Context: an optimization exercise on an open-source flow, tuned for small area, a short achievable clock period and few clock cycles. The choices shown serve that exercise and are no tape-out recipe.
Function was checked by simulation only, so behaviour that the tests miss may differ from the original.
Power and IR drop assume default switching activity.

<file path="run.sh">
#!/bin/bash
# synth_recipe.tcl (not shown) runs the flow's synth.tcl, then flattens the netlist and writes it again
# the make line also repeats each setting of config.mk as NAME=value (left out here)
make -C /OpenROAD-flow-scripts/flow DESIGN_CONFIG=/design/flow/config.mk WORK_HOME=/design/flow/orfs CLKGATE_MAP_FILE= SYNTH_SCRIPT=/design/flow/synth_recipe.tcl finish
</file>
<file path="config.mk">
export PLATFORM = sky130hd
export DESIGN_NAME = lsu_top
export DESIGN_NICKNAME = lsu_top
export VERILOG_FILES = /design/flow/design.v
export SDC_FILE = /design/flow/constraint.sdc
export NUM_CORES = 4
export LEC_CHECK = 0
export CAP_MARGIN = 20
export CORE_MARGIN = 2
export CORE_UTILIZATION = 45
export CTS_CLUSTER_DIAMETER = 100
export CTS_CLUSTER_SIZE = 30
export PLACE_DENSITY = 0.6
export SETUP_SLACK_MARGIN = 3.0
export SLEW_MARGIN = 20
</file>
<file path="constraint.sdc">
create_clock -name core_clock -period 5.0 [get_ports {clk}]
set_input_delay 1.0000 -clock core_clock [delete_from_list [all_inputs] [get_ports {clk}]]
set_output_delay 1.0000 -clock core_clock [all_outputs]
set_load 0.01 [all_outputs]
</file>
<file path="design.v">
    localparam int MEM_BYTES   = 256;              
    localparam int MEM_LATENCY = 1;                
    localparam int MEM_WORDS   = MEM_BYTES / 4;
    localparam int WIDX_W      = $clog2(MEM_WORDS);
    typedef logic [31:0]       word_t;             
    typedef logic [31:0]       addr_t;             
    typedef logic [3:0]        strb_t;             
    typedef logic [WIDX_W-1:0] widx_t;             
    typedef logic [7:0]        lat_cnt_t;          
    typedef enum logic [2:0] {
        op_sw  = 3'b000,
        op_lb  = 3'b001,
        op_lbu = 3'b010,
        op_lh  = 3'b011,
        op_lhu = 3'b100,
        op_lw  = 3'b101,
        op_sb  = 3'b110,
        op_sh  = 3'b111
    } lsu_op_t;
    typedef struct packed {
        lsu_op_t op;
        addr_t   addr;
        word_t   wdata;    
    } lsu_req_t;
    typedef struct packed {
        word_t rdata;      
        logic  err;        
    } lsu_resp_t;
    typedef struct packed {
        addr_t addr;       
    } mem_rd_req_t;
    typedef struct packed {
        addr_t addr;       
        word_t data;       
        strb_t strb;
    } mem_wr_req_t;
    function automatic logic is_store(lsu_op_t op);
        is_store = (op == op_sb) || (op == op_sh) || (op == op_sw);
    endfunction
module lsu_align
(
    input  word_t      w,
    input  logic [1:0] off,
    input  logic [1:0] sz,      
    input  logic       sgn,
    input  logic       ld,
    output word_t      load_data
);
    logic [7:0]  b0;
    logic [7:0]  b1;
    logic        ext;
    word_t       r;
    always_comb begin
        case (off)
            2'd0:    b0 = w[7:0];
            2'd1:    b0 = w[15:8];
            2'd2:    b0 = w[23:16];
            default: b0 = w[31:24];
        endcase
        b1  = off[1] ? w[31:24] : w[15:8];
        ext = sgn && ((sz == 2'd0) ? b0[7] : b1[7]);
        r[7:0]   = b0;
        r[15:8]  = (sz == 2'd0) ? {8{ext}} : b1;
        r[31:16] = (sz == 2'd2) ? w[31:16] : {16{ext}};
        load_data = ld ? r : '0;
    end
endmodule
module lsu_ctrl
(
    input  logic        clk,
    input  logic        rst,
    input  logic        req_valid,
    input  lsu_req_t    req,
    output logic        req_ready,
    output logic [MEM_WORDS-1:0] sel_q,    
    output strb_t       be_q,              
    output word_t       wd_q,              
    output logic        v_q,               
    output logic        ld_q,              
    output logic        err_q,             
    output logic [1:0]  off_q,             
    output logic [1:0]  sz_q,              
    output logic        sgn_q              
);
    logic       accept;
    logic [1:0] off;
    logic       mis;
    logic       st;
    strb_t      mask;
    word_t      lanes;
    logic [1:0] sz;
    assign req_ready = 1'b1;
    assign accept    = req_valid;
    assign off       = req.addr[1:0];
    assign st        = is_store(req.op);
    always_comb begin
        case (req.op)
            op_lh, op_lhu, op_sh: mis = off[0];
            op_lw, op_sw:         mis = |off;
            default:              mis = 1'b0;
        endcase
        case (req.op)
            op_lb, op_lbu, op_sb: sz = 2'd0;
            op_lh, op_lhu, op_sh: sz = 2'd1;
            default:              sz = 2'd2;
        endcase
        case (req.op)
            op_sb:   mask = strb_t'(4'b0001 << off);
            op_sh:   mask = strb_t'(4'b0011 << off);
            default: mask = 4'b1111;
        endcase
        case (req.op)
            op_sb:   lanes = {4{req.wdata[7:0]}};
            op_sh:   lanes = {2{req.wdata[15:0]}};
            default: lanes = req.wdata;
        endcase
    end
    always_ff @(posedge clk) begin
        if (rst) begin
            sel_q <= '1;
            be_q  <= 4'b1111;
            wd_q  <= '0;
            v_q   <= 1'b0;
            ld_q  <= 1'b0;
        end else begin
            for (int i = 0; i < MEM_WORDS; i++)
                sel_q[i] <= (req.addr[WIDX_W+1:2] == widx_t'(i));
            be_q  <= (accept && st && !mis) ? mask : 4'b0000;
            wd_q  <= lanes;
            v_q   <= accept;
            ld_q  <= accept && !st && !mis;
        end
        err_q <= mis;
        off_q <= off;
        sz_q  <= sz;
        sgn_q <= (req.op == op_lb) || (req.op == op_lh);
    end
endmodule
module data_sram
(
    input  logic                 clk,
    input  logic [MEM_WORDS-1:0] sel,
    input  strb_t                be,
    input  word_t                wd,
    output word_t                rd_lo,     
    output word_t                rd_hi      
);
    logic [32*MEM_WORDS-1:0] mem;
    for (genvar w = 0; w < MEM_WORDS; w++) begin : g_word
        for (genvar b = 0; b < 4; b++) begin : g_byte
            always_ff @(posedge clk)
                if (sel[w] && be[b])
                    mem[32*w + 8*b +: 8] <= wd[8*b +: 8];
        end
    end
    always_comb begin
        rd_lo = '0;
        rd_hi = '0;
        for (int w = 0; w < MEM_WORDS/2; w++) begin
            rd_lo = rd_lo | ({32{sel[w]}} & mem[32*w +: 32]);
            rd_hi = rd_hi | ({32{sel[w + MEM_WORDS/2]}} & mem[32*(w + MEM_WORDS/2) +: 32]);
        end
    end
endmodule
module lsu_top
(
    input  logic      clk,
    input  logic      rst,
    input  logic      req_valid,
    input  lsu_req_t  req,
    output logic      req_ready,
    output logic      resp_valid,
    output lsu_resp_t resp
);
    logic [MEM_WORDS-1:0] sel_q;
    strb_t      be_q;
    word_t      wd_q;
    logic       v_q;
    logic       ld_q;
    logic       err_q;
    logic [1:0] off_q;
    logic [1:0] sz_q;
    logic       sgn_q;
    word_t      rd_lo;
    word_t      rd_hi;
    word_t      load_data;
    logic       v2_q;
    logic       ld2_q;
    logic       err2_q;
    logic [1:0] off2_q;
    logic [1:0] sz2_q;
    logic       sgn2_q;
    word_t      rd_lo_q;
    word_t      rd_hi_q;
    lsu_ctrl u_ctrl (
        .clk       (clk),
        .rst       (rst),
        .req_valid (req_valid),
        .req       (req),
        .req_ready (req_ready),
        .sel_q     (sel_q),
        .be_q      (be_q),
        .wd_q      (wd_q),
        .v_q       (v_q),
        .ld_q      (ld_q),
        .err_q     (err_q),
        .off_q     (off_q),
        .sz_q      (sz_q),
        .sgn_q     (sgn_q)
    );
    data_sram u_sram (
        .clk (clk),
        .sel (sel_q),
        .be  (be_q),
        .wd  (wd_q),
        .rd_lo (rd_lo),
        .rd_hi (rd_hi)
    );
    always_ff @(posedge clk) begin
        if (rst) begin
            v2_q  <= 1'b0;
            ld2_q <= 1'b0;
        end else begin
            v2_q  <= v_q;
            ld2_q <= ld_q;
        end
        err2_q <= err_q;
        off2_q <= off_q;
        sz2_q  <= sz_q;
        sgn2_q <= sgn_q;
        rd_lo_q <= rd_lo;
        rd_hi_q <= rd_hi;
    end
    lsu_align u_align (
        .w         (rd_lo_q | rd_hi_q),
        .off       (off2_q),
        .sz        (sz2_q),
        .sgn       (sgn2_q),
        .ld        (ld2_q),
        .load_data (load_data)
    );
    always_ff @(posedge clk) begin
        if (rst)
            resp_valid <= 1'b0;
        else
            resp_valid <= v2_q;
        resp.rdata <= load_data;
        resp.err   <= err2_q;
    end
endmodule
</file>
==> results of run 1 <==
-- per-layer routing --
layer,vias to the layer above,track usage,wire (um)
met1,23500,0.369,95200
met3,356,0.0343,22100
met4,2,0.0951,10300
met5,-,0,11
met2,2548,0.422,116000
li1,18300,-,-
-- synth_stat cells --
cell / count
edfxtp_1: 2048
a22oi_1: 1024
and2_1: 260
nand4_1: 257
dfxtp_1: 214
buf_2: 159
clkbuf_1: 153
or4_1: 64
nand2_1: 51
a21o_1: 48
a21oi_1: 38
nor2_1: 32
nor2b_1: 24
nor3_1: 24
o21bai_1: 20
a211oi_1: 16
nand2b_1: 15
a21oi_2: 10
mux2i_1: 8
o21ai_0: 5
or2_1: 4
buf_6: 3
buf_1: 2
inv_1: 2
nand3_1: 2
or2_2: 2
a211o_1: 1
a211oi_4: 1
a21boi_1: 1
a221oi_1: 1
buf_4: 1
conb_1: 1
nand3b_1: 1
nand3b_2: 1
nor4_1: 1
nor4_2: 1
nor4_4: 1
nor4b_2: 1
nor4b_4: 1
nor4bb_4: 1
o21ai_1: 1
-- worst min-delay path by stage --
stage,depth (start not counted),to,slack (ns)
finish,0,off2_q[0],0.34
global route,0,off2_q[1],0.35
CTS,0,sz2_q[1],0.34
detailed placement,0,sz2_q[1],0.31
global placement,0,off2_q[0],0.31
floorplan,0,err2_q,0.31
-- what timing repair did --
item                                    in CTS  in global routing
endpoints found under the setup margin    1188                201
pin swaps                                   19                 13
setup buffers                               12                  9
resized for setup                          313                 64
-- per-stage QoR --
stage               std cells  hold slack, ns   util
global route             6884           0.347  0.489
detailed placement       6726           0.312  0.471
floorplan                4500           0.310      -
finish                   6894           0.338  0.489
CTS                      6874           0.339  0.488
global placement         6725           0.310  0.471
-- cell usage in the layout (no fill, tap or decap), types with 38 or more instances in the layout --
cell,n
a21oi_1,38
clkdlybuf4s50_1,43
and2_1,217
buf_4,67
clkbuf_1,42
a22oi_1,1006
buf_6,79
and2_2,43
nand4_1,257
dfxtp_1,88
clkbuf_16,89
a21o_1,48
edfxtp_1,2048
dfxtp_2,103
nand2_1,50
-- power breakdown --
group	internal [W]	switching [W]	total, W
Clock	0.00337	0.00554	0.00891
Sequential	0.0223	0.000559	0.0229
Combinational	0.000691	0.00198	0.00267
Total	0.0264	0.00807	0.0345
-- cell type report --
type                            instances  area, um^2  share of cell area
Multi-Input combinational cell       1918       13600               0.156
Sequential cell                      2262       66000               0.758
Clock inverter                          5        61.3            0.000704
Antenna cell                           10        25.0            0.000287
Inverter                                2        7.51           0.0000862
Timing Repair Buffer                  211        2090              0.0240
Clock buffer                          131        2380              0.0274
Tap cell                             2355        2950              0.0338
-- state kept, by name, indices dropped and copies added, names as in the netlist, 2 cells and up --
signal,cells
rd_hi_q,32
u_ctrl.be_q,4
resp,33
u_ctrl.sz_q,2
u_ctrl.off_q,2
u_sram.mem,2048
off2_q,2
u_ctrl.wd_q,32
rd_lo_q,32
sz2_q,2
u_ctrl.sel_q,64
-- cell families after synthesis --
logic type             after synthesis  share of synthesized area
flip-flops                        2262                      0.817
AO/OA/AOI/OAI                     1166                      0.108
buffers and inverters              320                     0.0177
multiplexers                         8                   0.000994
other                                1                  0.0000466
AND/OR/NAND/NOR                    743                     0.0566
==> notes.md, run 1 <==
final hold viol count 0; Net Count, Synth 4,570; largest cells by area after synthesis edfxtp_1 76%, a22oi_1 9.5%, dfxtp_1 5.3%; cts hold-fix bufs 0; Post-DP Area roughly 84,000 um^2; drc violations 0; Site Rows approximately 160; HP Start u_ctrl.off_q[0]; Fillers roughly 15,000; RePlAce Congestion 0.859; DR vias/cell 6.48; worst hold path type flop to flop; Worst R2R Start u_ctrl.sel_q[53]; CP Data Required Time 4.00 ns; final setup TNS 0 ns; Syn Area/Cell 17.9 um^2; critical path type flop to output pin; WL per Instance 35.3 um; P&R area growth vs syn 8.19%; Initial DRT Pass Iterations 8; unrepaired setup endpoints after global routing yes; sequence of cells on the critical path buf_6; cell area after synthesis 80,500 um^2; vias 44,700; pre-CTS setup slack 1.73 ns; skew final ~0.034 ns; crit path capture resp[8]; fraction of layout cells with a size suffix above 1 0.111; Die Y-Extent 427 um; Die Width 427 um; Post-Route WL 243,000 um; Starting Density 0.452; Finished Cell Area 87,100 um^2; Max VDD drop 291 uV; first-pass GRT wire length 334,000 um; Final Total Pwr 0.0345 W; core area 178,000 um^2; flop2flop setup slack 2.97 ns; fin. max-slew vios 0; CP Depth 1; Crit Path Max Fanout 1; dominant cell type by area after synthesis edfxtp_1; setup ws final 2.79 ns; P_leak approximately 27 nW; TritonCTS Buffers 86; H-tree depth 3; Rel. slew slack 0.407; Final Cycle Share 0.443; post-synth top area share 0.764; RR Endpoint rd_hi_q[25]; Reg clk slew, reported paths 0.11 ns; Mapped Cells approximately 4,500; io pins 105; DP HPWL approximately 140,000 um; total grt overflow 0; CTS Sinks 2,262; CTS max path bufs 3; Crit-path slowest cell dfxtp_2; pwr/cell area between 300 and 400 nW/um^2; max incr delay on CP about 0.37 ns; largest net degree at the start of global routing 68; max-cap violation count 0; worst slew pin tran 0.890 ns; register bit total from synthesis ~2,300; DRT iter0 DRCs 7,347; Antenna Nets Post-Route 0; GRT Total Usage 0.262; PortBufs 79; Buffers & Inverters on Critical Path 1; Worst Reg2Reg Path Length in Cells 4; CP arrival 1.21 ns; clock latency (worst-skew pair) 0.74 ns; Final setup viols 0; vias in the first global route 41,900; Root Driver clkbuf_16; status timing/DRC/antenna clean; Worst Setup End Kind output pin; fmax 452 MHz; Netlist cell types 41; CP Launch Type flop; NumNets Final between 4,000 and 5,000; minimum clock period 2.21 ns; origin of the worst setup path resp[8]; Crit path max-delay family flip-flops; initial antenna violation count 14; CTS tree done; sequential area share after synthesis 0.817; Die Area 182,000 um^2; yosys warns 4
Testbench counts, summed over its fixed seeds: cycles 12,024.
==> run 2: changes to the inputs <==
--- a/config.mk
+++ b/config.mk
@@ -9,7 +9,7 @@
 export CORE_MARGIN = 2
 export CORE_UTILIZATION = 45
 export CTS_CLUSTER_DIAMETER = 100
-export CTS_CLUSTER_SIZE = 30
+export CTS_CLUSTER_SIZE = 26
 export PLACE_DENSITY = 0.6
-export SETUP_SLACK_MARGIN = 3.0
+export SETUP_SLACK_MARGIN = 3.2
 export SLEW_MARGIN = 20
==> notes.md, run 2 <==
Die Area ~180,000 um^2; Rel. slew slack 0.374; Post-Route WL around 270,000 um; GRT Total Usage 0.285; DP HPWL 147,000 um; Buffers & Inverters on Critical Path 1; Fillers between 10,000 and 15,000; first-pass GRT wire length roughly 360,000 um; register bit total from synthesis 2,262; Largest regs u_sram.mem: 2048 flops, u_ctrl.sel_q: 64 flops, resp: 33 flops; unrepaired setup endpoints after global routing yes; vias in the first global route 43,600; NumNets Final 4,759; Die Y-Extent 427 um; Site Rows between 150 and 200; fmax around 450 MHz; Netlist cell types 41; Max VDD drop between 200 and 300 uV; P&R area growth vs syn 14.2%; TritonCTS Buffers 97; DRT iter0 DRCs 7,799; Root Driver clkbuf_16; Syn Area/Cell 17.9 um^2; PortBufs 79; Crit-path slowest cell dfxtp_2; met1 usage 0.384; pwr/cell area 389 nW/um^2; area of the multi-input gates between 10,000 and 15,000 um^2; CP Data Required Time 4.00 ns; max reg flops 2,048; worst hold path type flop to flop; GR Util met3 0.0396; Initial DRT Pass Iterations 8; Crit path max-delay family flip-flops; sequential area share after synthesis 0.817; Synth async-reset ratio 0; Crit Path Max Fanout 1; DR vias/cell ~6.6; RePlAce Congestion 0.858; Final Cycle Share 0.444; fin. max-slew vios 0; Reg clk slew, reported paths 0.10 ns; final hold viol count 0; flip-flop and latch area 66,100 um^2; EDFF count, synth 2,048; CP Launch Type flop; Final setup viols 0; CTS tree done; met2 usage 0.460; drc violations 0; H-tree depth 3; worst slew pin tran 0.939 ns; Top FF cell, synth edfxtp_1; WL per Instance 37.5 um; most flop-heavy register u_sram.mem; Post-DP Area 83,800 um^2; Finished Cell Area 91,900 um^2; skew final between 0.02 and 0.025 ns; cell area after synthesis roughly 81,000 um^2; initial antenna violation count 14; Final Total Pwr 0.0358 W; worst hold endpoint off2_q[0]; WHS 0.331 ns; most common cell after layout, fill and taps aside edfxtp_1; Mapped Cells 4,500; io pins 105; GR peak layer met2; flop2flop setup slack 3.03 ns; CP arrival around 1.2 ns; minimum clock period 2.22 ns; HP Start u_ctrl.off_q[0]; post-synth top area share 0.764; hold depth 0; largest cells by area after synthesis edfxtp_1 76%, a22oi_1 9.5%, dfxtp_1 5.3%; fraction of layout cells with a size suffix above 1 0.220; core area 178,000 um^2; Commonest cells post-synth 2,048 x edfxtp_1, 1,024 x a22oi_1, 260 x and2_1; critical path type flop to output pin; clock latency (worst-skew pair) 0.77 ns; sequence of cells on the critical path buf_6; cts hold-fix bufs 0; Net Count, Synth 4,570; CTS Sinks 2,262; P_leak 28.9 nW; most frequent cells in the layout 2,048 x edfxtp_1, 834 x a22oi_1, 257 x nand4_1; status timing/DRC/antenna clean; Die Width 427 um; Worst R2R Start u_ctrl.sel_q[6]; Antenna Nets Post-Route 0; Worst Setup End Kind output pin; vias 46,800; CTS max path bufs 3; max incr delay on CP 0.34 ns; Starting Density 0.452; yosys warns 4; Worst Reg2Reg Path Length in Cells 6; max-cap violation count 0; dominant cell type by area after synthesis edfxtp_1; total grt overflow 0; largest net degree at the start of global routing 82; final setup TNS 0 ns; most common cell in the netlist edfxtp_1; RR Endpoint rd_lo_q[10]
## run 2: cell counts after synthesis
No cell type changed its count.
## run 2: worst max path at each step
stage             start          endpoint  depth (start not counted)  slack, ns
2_1_floorplan   req[37]  u_ctrl.sel_q[48]                          3       3.20
3_3_place_gp    req[64]   u_ctrl.wd_q[15]                          5       1.98
3_5_place_dp    req[64]   u_ctrl.wd_q[15]                          5       1.96
4_1_cts        resp[28]          resp[28]                          1       2.74
5_1_grt        resp[28]          resp[28]                          1       2.73
6_report       resp[22]          resp[22]                          1       2.78
## run 2: area by class of cell
| cell class | count | area share |
|---|---|---|
| Tap cell | 2355 | 0.0321 |
| Inverter | 2 | 0.0000817 |
| Sequential cell | 2262 | 0.719 |
| Antenna cell | 9 | 0.000245 |
| Timing Repair Buffer | 407 | 0.0566 |
| Clock buffer | 170 | 0.0303 |
| Clock inverter | 4 | 0.000504 |
| Multi-Input combinational cell | 1919 | 0.162 |
## run 2: what timing repair did
item	4_1_cts	5_1_grt
gates resized for setup	666	235
pin swaps	144	136
hold endpoints to repair	0	0
setup endpoints to repair	2115	625
gates cloned	21	7
setup buffers	162	33
## run 2: report_power, final
| group | internal [W] | total [W] | leakage, nW | switching [W] |
|---|---|---|---|---|
| sequential | 0.0223 | 0.0229 | 19.8 | 0.000535 |
| combinational | 0.00103 | 0.00332 | 7.71 | 0.00230 |
| clock | 0.00385 | 0.00960 | 1.35 | 0.00575 |
| total | 0.0272 | 0.0358 | 28.9 | 0.00858 |
## run 2: stage by stage
step	utilization	setup slack, ns	std cells
detailed placement	0.471	1.96	6722
global route	0.516	2.73	7123
finish	0.516	2.78	7128
global placement	0.471	1.98	6722
floorplan	-	3.20	4500
CTS	0.509	2.74	7079
## run 2: logic make-up (layout without fill, tap and decap cells)
group | Yosys count | count (layout) | share of synthesized area
DFF | 2262 | 2262 | 0.817
AOI/OAI and AO/OA | 1166 | 1166 | 0.108
and+or+nand+nor | 743 | 744 | 0.0566
buffers and inverters | 320 | 583 | 0.0177
muxes | 8 | 8 | 0.000994
other | 1 | 10 | 0.0000466
## run 2: layer usage
layer | wire length [um] | share of wire | vias to the layer above
met5 | 28 | 0.00010 | -
met4 | 15200 | 0.057 | 4
met3 | 26100 | 0.098 | 531
met2 | 127000 | 0.48 | 3091
met1 | 98600 | 0.37 | 24400
li1 | - | - | 18800
==> run 3: changes to the inputs <==
--- a/config.mk
+++ b/config.mk
@@ -9,7 +9,7 @@
 export CORE_MARGIN = 2
 export CORE_UTILIZATION = 45
 export CTS_CLUSTER_DIAMETER = 100
-export CTS_CLUSTER_SIZE = 26
+export CTS_CLUSTER_SIZE = 28
 export PLACE_DENSITY = 0.6
-export SETUP_SLACK_MARGIN = 3.2
+export SETUP_SLACK_MARGIN = 3.0
 export SLEW_MARGIN = 20
==> notes.md, run 3 <==
Final Cycle Share 0.446; status timing/DRC/antenna clean; Worst Reg2Reg Path Length in Cells 4; max-cap violation count 0; Syn Area/Cell 17.9 um^2; largest cells by area after synthesis edfxtp_1 76%, a22oi_1 9.5%, dfxtp_1 5.3%; H-tree depth 3; register bit total from synthesis 2,262; Mapped Cells 4,500; origin of the worst setup path resp[8]; Largest regs u_sram.mem: 2048 flops, u_ctrl.sel_q: 64 flops, resp: 33 flops; most common cell after layout, fill and taps aside edfxtp_1; cell area after synthesis 80,500 um^2; fraction of layout cells with a size suffix above 1 0.112; RePlAce Congestion between 0.8 and 0.9; Crit-path slowest cell dfxtp_2; DP HPWL 145,000 um; skew final 0.0357 ns; total grt overflow 0; Antenna Nets Post-Route 0; pwr/cell area 397 nW/um^2; CTS max path bufs 3; area of the multi-input gates 13,600 um^2; hold depth 0; sequence of cells on the critical path buf_6; GRT Total Usage 0.263; CP arrival 1.23 ns; Initial DRT Pass Iterations 6; worst hold path type flop to flop; P_leak 27.0 nW; minimum clock period 2.23 ns; dominant cell type by area after synthesis edfxtp_1; unrepaired setup endpoints after global routing yes; final hold viol count 0; sequential area share after synthesis 0.817; TritonCTS Buffers 90; Non-Filler Instances ~6,900; CP Data Required Time 4.00 ns; largest net degree at the start of global routing 68; CP Launch Type flop; drc violations 0; Inst Count DP 6,726; largest family of logic cells by synthesized area compound AO/OA/AOI/OAI gates; Commonest cells post-synth 2,048 x edfxtp_1, 1,024 x a22oi_1, 260 x and2_1; setup ws final 2.77 ns; RR Endpoint rd_lo_q[8]; Root Driver clkbuf_16; worst slew pin tran 0.902 ns; fmax 449 MHz; P&R area growth vs syn 8.31%; Rel. slew slack 0.399; initial antenna violation count 17; PortBufs 79; most frequent cells in the layout 2,048 x edfxtp_1, 998 x a22oi_1, 257 x nand4_1; most flop-heavy register u_sram.mem; Site Rows 155; pre-CTS setup slack 1.73 ns; HP Start err2_q; Fillers 14,700; clock latency (worst-skew pair) 0.75 ns; vias 44,700; Crit Path Max Fanout 1; Netlist cell types 41; first-pass GRT wire length 335,000 um; Post-Route WL 243,000 um; Max VDD drop about 280 uV; CP Depth 1; CTS Sinks 2,262; critical path type flop to output pin; vias in the first global route 42,000; CTS tree done; Top FF cell, synth edfxtp_1; Reg clk slew, reported paths 0.11 ns; Buffers & Inverters on Critical Path 1; io pins around 110; WL per Instance about 35 um; core area 178,000 um^2; Starting Density 0.452; final setup TNS 0 ns; Worst Setup End Kind output pin; EDFF count, synth 2,048; Synth async-reset ratio 0; Die Width 427 um; Synth Area in Adders 0; DRT iter0 DRCs roughly 7,000; fin. max-slew vios 0; NumNets Final roughly 4,600; cts hold-fix bufs 0; Worst R2R Start u_ctrl.sel_q[10]; Die Y-Extent 427 um; flip-flop and latch area 66,000 um^2; compound-gate portion of the synthesized area 0.108; post-synthesis mux area share 0.000994; post-synth top area share 0.764; DR vias/cell 6.49; max incr delay on CP 0.37 ns; Crit path max-delay family flip-flops; yosys warns 4; Synth Area in Simple Gates 0.0566; Net Count, Synth around 4,600; crit path capture resp[8]; Final setup viols 0; flop2flop setup slack just under 3 ns; max reg flops 2,048; Synth Area in XOR/XNOR 0; Die Area 182,000 um^2; most common cell in the netlist edfxtp_1
-- run 3: cell counts after synthesis --
Identical to the previous run, type by type.
-- run 3: worst min-delay path by stage --
stage	endpoint
CTS	sz2_q[1]
finish	resp[0]
global route	off2_q[1]
global placement	off2_q[0]
detailed placement	sz2_q[1]
floorplan	err2_q
-- run 3: report_power, final --
part	internal [W]	switching, W
Clock	0.00350	0.00556
Sequential	0.0223	0.000565
Combinational	0.000695	0.00198
Total	0.0265	0.00811
-- run 3: repair_timing --
action	4_1_cts	5_1_grt
pin swaps	17	20
hold endpoints to repair	0	0
setup buffers	9	7
setup endpoints to repair	1240	191
resized for setup	315	79
-- run 3: per-layer routing --
layer / wire, um / vias to the layer above / global-route usage / share of wire
li1: - / 18300 / - / -
met4: 10200 / 2 / 0.0987 / 0.042
met1: 94400 / 23500 / 0.368 / 0.39
met5: 11 / - / 0 / 0.000045
met3: 22600 / 372 / 0.0353 / 0.093
met2: 116000 / 2604 / 0.421 / 0.48
-- run 3: layout make-up --
class / count / area share
sequential: 2262 / 0.757
antenna: 6 / 0.000172
clock buffer: 140 / 0.0287
clock inverter: 3 / 0.000301
inverter: 2 / 0.0000861
timing repair buffer: 206 / 0.0240
multi-input combinational: 1918 / 0.156
tap: 2355 / 0.0338
-- run 3: logic make-up (layout without fill, tap and decap cells) --
| group | Yosys count | in the layout |
|---|---|---|
| buffers and inverters | 320 | 351 |
| muxes | 8 | 8 |
| DFF | 2262 | 2262 |
| AOI/OAI and AO/OA | 1166 | 1166 |
| and+or+nand+nor | 743 | 743 |
| other | 1 | 7 |
-- run 3: per-stage QoR --
| step | util | cell area, um^2 | power, W | hold WS [ns] |
|---|---|---|---|---|
| detailed placement | 0.471 | 83800 | 0.0259 | 0.312 |
| global route | 0.490 | 87200 | 0.0355 | 0.346 |
| global placement | 0.471 | 83800 | 0.0258 | 0.310 |
| finish | 0.490 | 87200 | 0.0346 | 0.337 |
| floorplan | - | 80500 | 0.0245 | 0.310 |
| CTS | 0.488 | 86900 | 0.0346 | 0.337 |
==> run 4: changes to the inputs <==
--- a/config.mk
+++ b/config.mk
@@ -9,7 +9,7 @@
 export CORE_MARGIN = 2
 export CORE_UTILIZATION = 45
 export CTS_CLUSTER_DIAMETER = 100
-export CTS_CLUSTER_SIZE = 28
+export CTS_CLUSTER_SIZE = 30
 export PLACE_DENSITY = 0.6
-export SETUP_SLACK_MARGIN = 3.0
+export SETUP_SLACK_MARGIN = 2.9
 export SLEW_MARGIN = 20
==> notes.md, run 4 <==
Commonest cells post-synth 2,048 x edfxtp_1, 1,024 x a22oi_1, 260 x and2_1; CP Data Required Time 4.00 ns; fin util 0.486; flip-flop and latch area 66,000 um^2; final setup TNS 0 ns; P_leak 26.7 nW; Netlist cell types 41; io pins roughly 110; max-cap violation count 0; Antenna Nets Post-Route 0; RePlAce Congestion 0.853; area of the multi-input gates 13,500 um^2; NumNets Final roughly 4,500; TritonCTS Buffers 85; H-tree depth 3; Crit-path slowest cell dfxtp_2; DR vias/cell 6.48; clock latency (worst-skew pair) 0.75 ns; dominant cell type by area after synthesis edfxtp_1; Synth async-reset ratio 0; Comb power frac 0.074; Syn Area/Cell 17.9 um^2; fraction of layout cells with a size suffix above 1 0.0984; Int Pwr 0.0263 W; Crit path max-delay family flip-flops; Final Cycle Share 0.443; most flop-heavy register u_sram.mem; post-synth top area share 0.764; Reg clk slew, reported paths 0.11 ns; Buffers & Inverters on Critical Path 1; Mapped Cells 4,500; EDFF count, synth 2,048; Die Area 182,000 um^2; final hold viol count 0; Starting Density 0.452; initial antenna violation count 9; WHS about 0.34 ns; Root Driver clkbuf_16; Net Count, Synth 4,570; sequence of cells on the critical path buf_6; CTS tree done; Initial DRT Pass Iterations 6; first-pass GRT wire length 336,000 um; max incr delay on CP 0.37 ns; yosys warns 4; worst hold path type flop to flop; minimum clock period 2.22 ns; PortBufs around 80; vias in the first global route approximately 42,000; P&R area growth vs syn 7.56%; Die Width roughly 430 um; WL per Instance 35.6 um; Post-Route WL 245,000 um; vias 44,600; CTS Sinks 2,262; most common cell after layout, fill and taps aside edfxtp_1; Top FF cell, synth edfxtp_1; Crit Path Max Fanout 1; share of power burned in registers 0.669; CTS max path bufs 3; worst slew pin tran 1.29 ns; Largest regs u_sram.mem: 2048 flops, u_ctrl.sel_q: 64 flops, resp: 33 flops; cts hold-fix bufs 0; largest cells by area after synthesis edfxtp_1 76%, a22oi_1 9.5%, dfxtp_1 5.3%; Switching Power 0.00806 W; Die Y-Extent 427 um; Max VDD drop around 290 uV; pwr/cell area 397 nW/um^2; switching portion of total power 0.234; max reg flops 2,048; Rel. slew slack 0.132; most frequent cells in the layout 2,048 x edfxtp_1, 1,017 x a22oi_1, 257 x nand4_1; DRT iter0 DRCs 6,373; fin. max-slew vios 0; DP HPWL approximately 150,000 um; Clk pwr share 0.257; Site Rows between 150 and 200; unrepaired setup endpoints after global routing yes; skew final 0.0412 ns; critical path type flop to output pin; cell area after synthesis around 80,000 um^2; Final Total Pwr 0.0344 W; GRT Total Usage 0.263; fmax 451 MHz; largest net degree at the start of global routing 70; core area between 150,000 and 200,000 um^2; most common cell in the netlist edfxtp_1; Final setup viols 0; CP arrival 1.22 ns; drc violations 0; sequential area share after synthesis 0.817; register bit total from synthesis 2,262; CP Launch Type flop; Fillers 14,800; status timing/DRC/antenna clean; total grt overflow 0; Worst Setup End Kind output pin
-- run 4: cell counts after synthesis --
No cell type changed its count.
-- run 4: through the flow --
step | instances | cell area, um^2 | setup slack [ns]
floorplan | 4500 | 80500 | 2.98
global placement | 6720 | 83700 | 1.97
detailed placement | 6720 | 83800 | 1.97
CTS | 6863 | 86400 | 2.73
global route | 6871 | 86600 | 2.74
finish | 6873 | 86600 | 2.78
-- run 4: final cells by class --
cell class                      instances  area share
Multi-Input combinational cell       1918       0.156
Clock inverter                          2    0.000332
Tap cell                             2355      0.0340
Inverter                                2   0.0000867
Sequential cell                      2262       0.762
Clock buffer                          140      0.0274
Timing Repair Buffer                  189      0.0200
Antenna cell                            5    0.000144
-- run 4: cell families (layout without fill, tap and decap cells) --
group / after synthesis / in the layout / synth area share
flip-flops: 2262 / 2262 / 0.817
other: 1 / 6 / 0.0000466
buffers and inverters: 320 / 333 / 0.0177
multiplexers: 8 / 8 / 0.000994
AO/OA/AOI/OAI: 1166 / 1166 / 0.108
AND/OR/NAND/NOR: 743 / 743 / 0.0566
-- run 4: per-layer routing --
| layer | vias to the layer above | share of wire | global-route usage | wire (um) |
|---|---|---|---|---|
| met5 | - | 0.00011 | 0 | 26 |
| met4 | 4 | 0.035 | 0.0871 | 8660 |
| met3 | 322 | 0.084 | 0.0316 | 20600 |
| met2 | 2409 | 0.49 | 0.437 | 120000 |
| met1 | 23600 | 0.39 | 0.362 | 95100 |
| li1 | 18200 | - | - | - |
-- run 4: power by group through the flow --
stage                     Sequential, W  Clock, W  Combinational [W]
after global routing             0.0231   0.00942            0.00268
after global placement           0.0234         0            0.00248
final                            0.0230   0.00884            0.00255
after detailed placement         0.0234         0            0.00250
after floorplan                  0.0232         0            0.00135
after CTS                        0.0230   0.00887            0.00252
-- run 4: what timing repair did --
action	4_1_cts	5_1_grt
buffers inserted	1	4
gates resized for setup	272	36
endpoints found under the setup margin	1312	119
pin swaps	5	2
-- run 4: path summary, 6_finish.rpt --
path / startpoint / end / slack, ns / cells after the start
setup / recovery: resp[8] / resp[8] / 2.78 / 1
setup reg to reg: off2_q[1] / resp[7] / 2.86 / 5
hold / removal: u_ctrl.off_q[0] / off2_q[0] / 0.34 / 0
hold reg to reg: u_ctrl.off_q[0] / off2_q[0] / 0.34 / 0
==> run 5: changes to the inputs <==
--- a/config.mk
+++ b/config.mk
@@ -10,6 +10,6 @@
 export CORE_UTILIZATION = 45
 export CTS_CLUSTER_DIAMETER = 100
 export CTS_CLUSTER_SIZE = 30
-export PLACE_DENSITY = 0.6
-export SETUP_SLACK_MARGIN = 2.9
+export PLACE_DENSITY = 0.75
+export SETUP_SLACK_MARGIN = 2.8
 export SLEW_MARGIN = 20
==> notes.md, run 5 <==
Reg clk slew, reported paths 0.11 ns; register bit total from synthesis approximately 2,300; Syn Area/Cell 17.9 um^2; Worst Setup End Kind flop; CTS max path bufs 3; worst slew pin tran between 1 and 1.5 ns; most flop-heavy register u_sram.mem; area of the multi-input gates 13,300 um^2; CP arrival 2.90 ns; most common cell in the netlist edfxtp_1; fraction of layout cells with a size suffix above 1 0.0870; worst hold path type flop to flop; fin. max-slew vios 0; first-pass GRT wire length 323,000 um; Root Driver clkbuf_16; max incr delay on CP 0.66 ns; Rel. slew slack 0.158; Final Cycle Share 0.457; TritonCTS Buffers 87; Post-DP Area 83,700 um^2; critical path type flop to flop; largest net degree at the start of global routing 105; EDFF count, synth just over 2,000; Max VDD drop roughly 260 uV; pwr/cell area about 400 nW/um^2; CP Launch Type flop; Netlist cell types 41; vias between 40,000 and 50,000; dominant cell type by area after synthesis edfxtp_1; share of power burned in registers 0.661; max reg flops 2,048; Crit-path slowest cell or4_1; fin util 0.486; largest cells by area after synthesis edfxtp_1 76%, a22oi_1 9.5%, dfxtp_1 5.3%; RePlAce Congestion slightly above 0.9; Top FF cell, synth edfxtp_1; Clk pwr share 0.263; io pins between 100 and 150; CTS Sinks approximately 2,300; Post-Route WL 232,000 um; sequence of cells on the critical path buf_4 > a22oi_2 > nand4_1 > or4_1; final setup TNS 0 ns; clock latency (worst-skew pair) 0.77 ns; Starting Density 0.452; final hold viol count 0; core area 178,000 um^2; Int Pwr 0.0266 W; P_leak 26.7 nW; CTS tree done; Switching Power 0.00803 W; Synth async-reset ratio 0; Initial DRT Pass Iterations 6; unrepaired setup endpoints after global routing yes; switching portion of total power 0.232; total grt overflow 0; WL per Instance 33.8 um; most common cell after layout, fill and taps aside edfxtp_1; H-tree depth 3; Final setup viols 0; pre-CTS setup slack between 1.5 and 2 ns; skew final 0.0413 ns; NumNets Final 4,520; GRT Total Usage 0.250; Die Y-Extent 427 um; flip-flop and latch area approximately 66,000 um^2; status timing/DRC/antenna clean; minimum clock period 2.28 ns; most frequent cells in the layout 2,048 x edfxtp_1, 1,022 x a22oi_1, 257 x nand4_1, 257 x and2_1, 124 x dfxtp_2; CP Data Required Time 5.61 ns; fmax 438 MHz; Comb power frac 0.076; vias in the first global route 43,900; PortBufs 79; DRT iter0 DRCs slightly below 9,000; Mapped Cells 4,500; Die Area roughly 180,000 um^2; Fillers 14,200; cell area after synthesis a little over 80,000 um^2; yosys warns 4; max-cap violation count 0; drc violations 0; setup ws final 2.72 ns; Site Rows 155; Commonest cells post-synth 2,048 x edfxtp_1, 1,024 x a22oi_1, 260 x and2_1; P&R area growth vs syn 7.37%; DP HPWL 135,000 um; sequential area share after synthesis 0.817; DR vias/cell 6.66; Finished Cell Area approximately 86,000 um^2; Antenna Nets Post-Route 0; initial antenna violation count 13; Crit Path Max Fanout 24; Largest regs u_sram.mem: 2048 flops, u_ctrl.sel_q: 64 flops, resp: 33 flops; Die Width 427 um; post-synth top area share 0.764; cts hold-fix bufs 0; Net Count, Synth between 4,000 and 5,000
run 5: cell counts after synthesis:
No cell type changed its count.
run 5: worst max-delay path, delay by kind of cell, from the launching register on:
kind | cells | cell delay, ns
AOI/OAI and AO/OA | 1 | 0.34
and+or+nand+nor | 2 | 0.96
DFF | 1 | 0.48
buffers and inverters | 1 | 0.32
run 5: kinds of logic after synthesis:
family,Yosys count,share of synthesized area
AO/OA/AOI/OAI,1166,0.108
AND/OR/NAND/NOR,743,0.0566
multiplexers,8,0.000994
flip-flops,2262,0.817
other,1,0.0000466
buffers and inverters,320,0.0177
run 5: timing repair:
action / CTS / global route
pin swaps: 1 / 0
endpoints found under the setup margin: 67 / 62
setup buffers: 2 / 0
hold endpoints to repair: 0 / 0
resized for setup: 183 / 22
run 5: power by group through the flow:
stage                     registers, W  logic, W  clock network [W]
after floorplan                 0.0232   0.00135                  0
after global placement          0.0232   0.00252                  0
after detailed placement        0.0233   0.00257                  0
after CTS                       0.0228   0.00258            0.00904
after global routing            0.0230   0.00275            0.00964
final                           0.0229   0.00264            0.00909
run 5: area by class of cell:
class / count / area share
Timing Repair Buffer: 179 / 0.0179
Antenna cell: 4 / 0.000116
Tap cell: 2355 / 0.0341
Inverter: 2 / 0.0000868
Sequential cell: 2262 / 0.763
Clock inverter: 10 / 0.00166
Multi-Input combinational cell: 1918 / 0.154
Clock buffer: 147 / 0.0290
run 5: path summary, 6_finish.rpt:
check             slack, ns           to             start  cells past startpoint
setup / recovery       2.72  rd_hi_q[16]  u_ctrl.sel_q[61]                      4
hold / removal         0.34      resp[0]            err2_q                      0
setup reg to reg       2.72  rd_hi_q[16]  u_ctrl.sel_q[61]                      4
hold reg to reg        0.34      resp[0]            err2_q                      0
run 5: metal layers:
| layer | track usage | routed length (um) |
|---|---|---|
| met4 | 0.128 | 14100 |
| met2 | 0.407 | 111000 |
| met3 | 0.0518 | 30800 |
| met1 | 0.319 | 76800 |
| met5 | 0 | 81 |
run 5: per-stage QoR:
stage	cells	total power (W)	hold WS (ns)
final	6877	0.0346	0.341
after global placement	6714	0.0257	0.310
after global routing	6875	0.0354	0.351
after floorplan	4500	0.0245	0.310
after detailed placement	6714	0.0259	0.316
after CTS	6873	0.0345	0.342

==> re-timing with driven ports <==
Ports are ideal in the flow. The routed layouts listed here were re-timed in OpenROAD. Step 1, drivers: a clkbuf_16 drives clk and a buf_2 each remaining input, both assumed. Step 2 also shifts input and output timing later by t, the mid clock arrival at the registers, as if the neighbouring blocks saw the same clock. Slacks: no drivers / after step 1 / after step 2; pairs: no drivers / after step 1.
| run | shift t [ns] | setup WS [ns] | cell pins on the clock port's net |
|---|---|---|---|
| run 1 | 0.801 | 2.787 / 2.714 / 2.276 | 1 |
| run 2 | 0.833 | 2.778 / 2.702 / 2.365 | 1 |
| run 3 | 0.812 | 2.772 / 2.698 / 2.215 | 1 |
| run 4 | 0.819 | 2.785 / 2.700 / 2.149 | 1 |
| run 5 | 0.826 | 2.717 / 2.688 / 2.075 | 1 |
After both steps setup and hold are still met in every run listed. The setup slack of run 5, which loses most, moves by -0.029 ns with the drivers and by -0.642 ns with both steps.
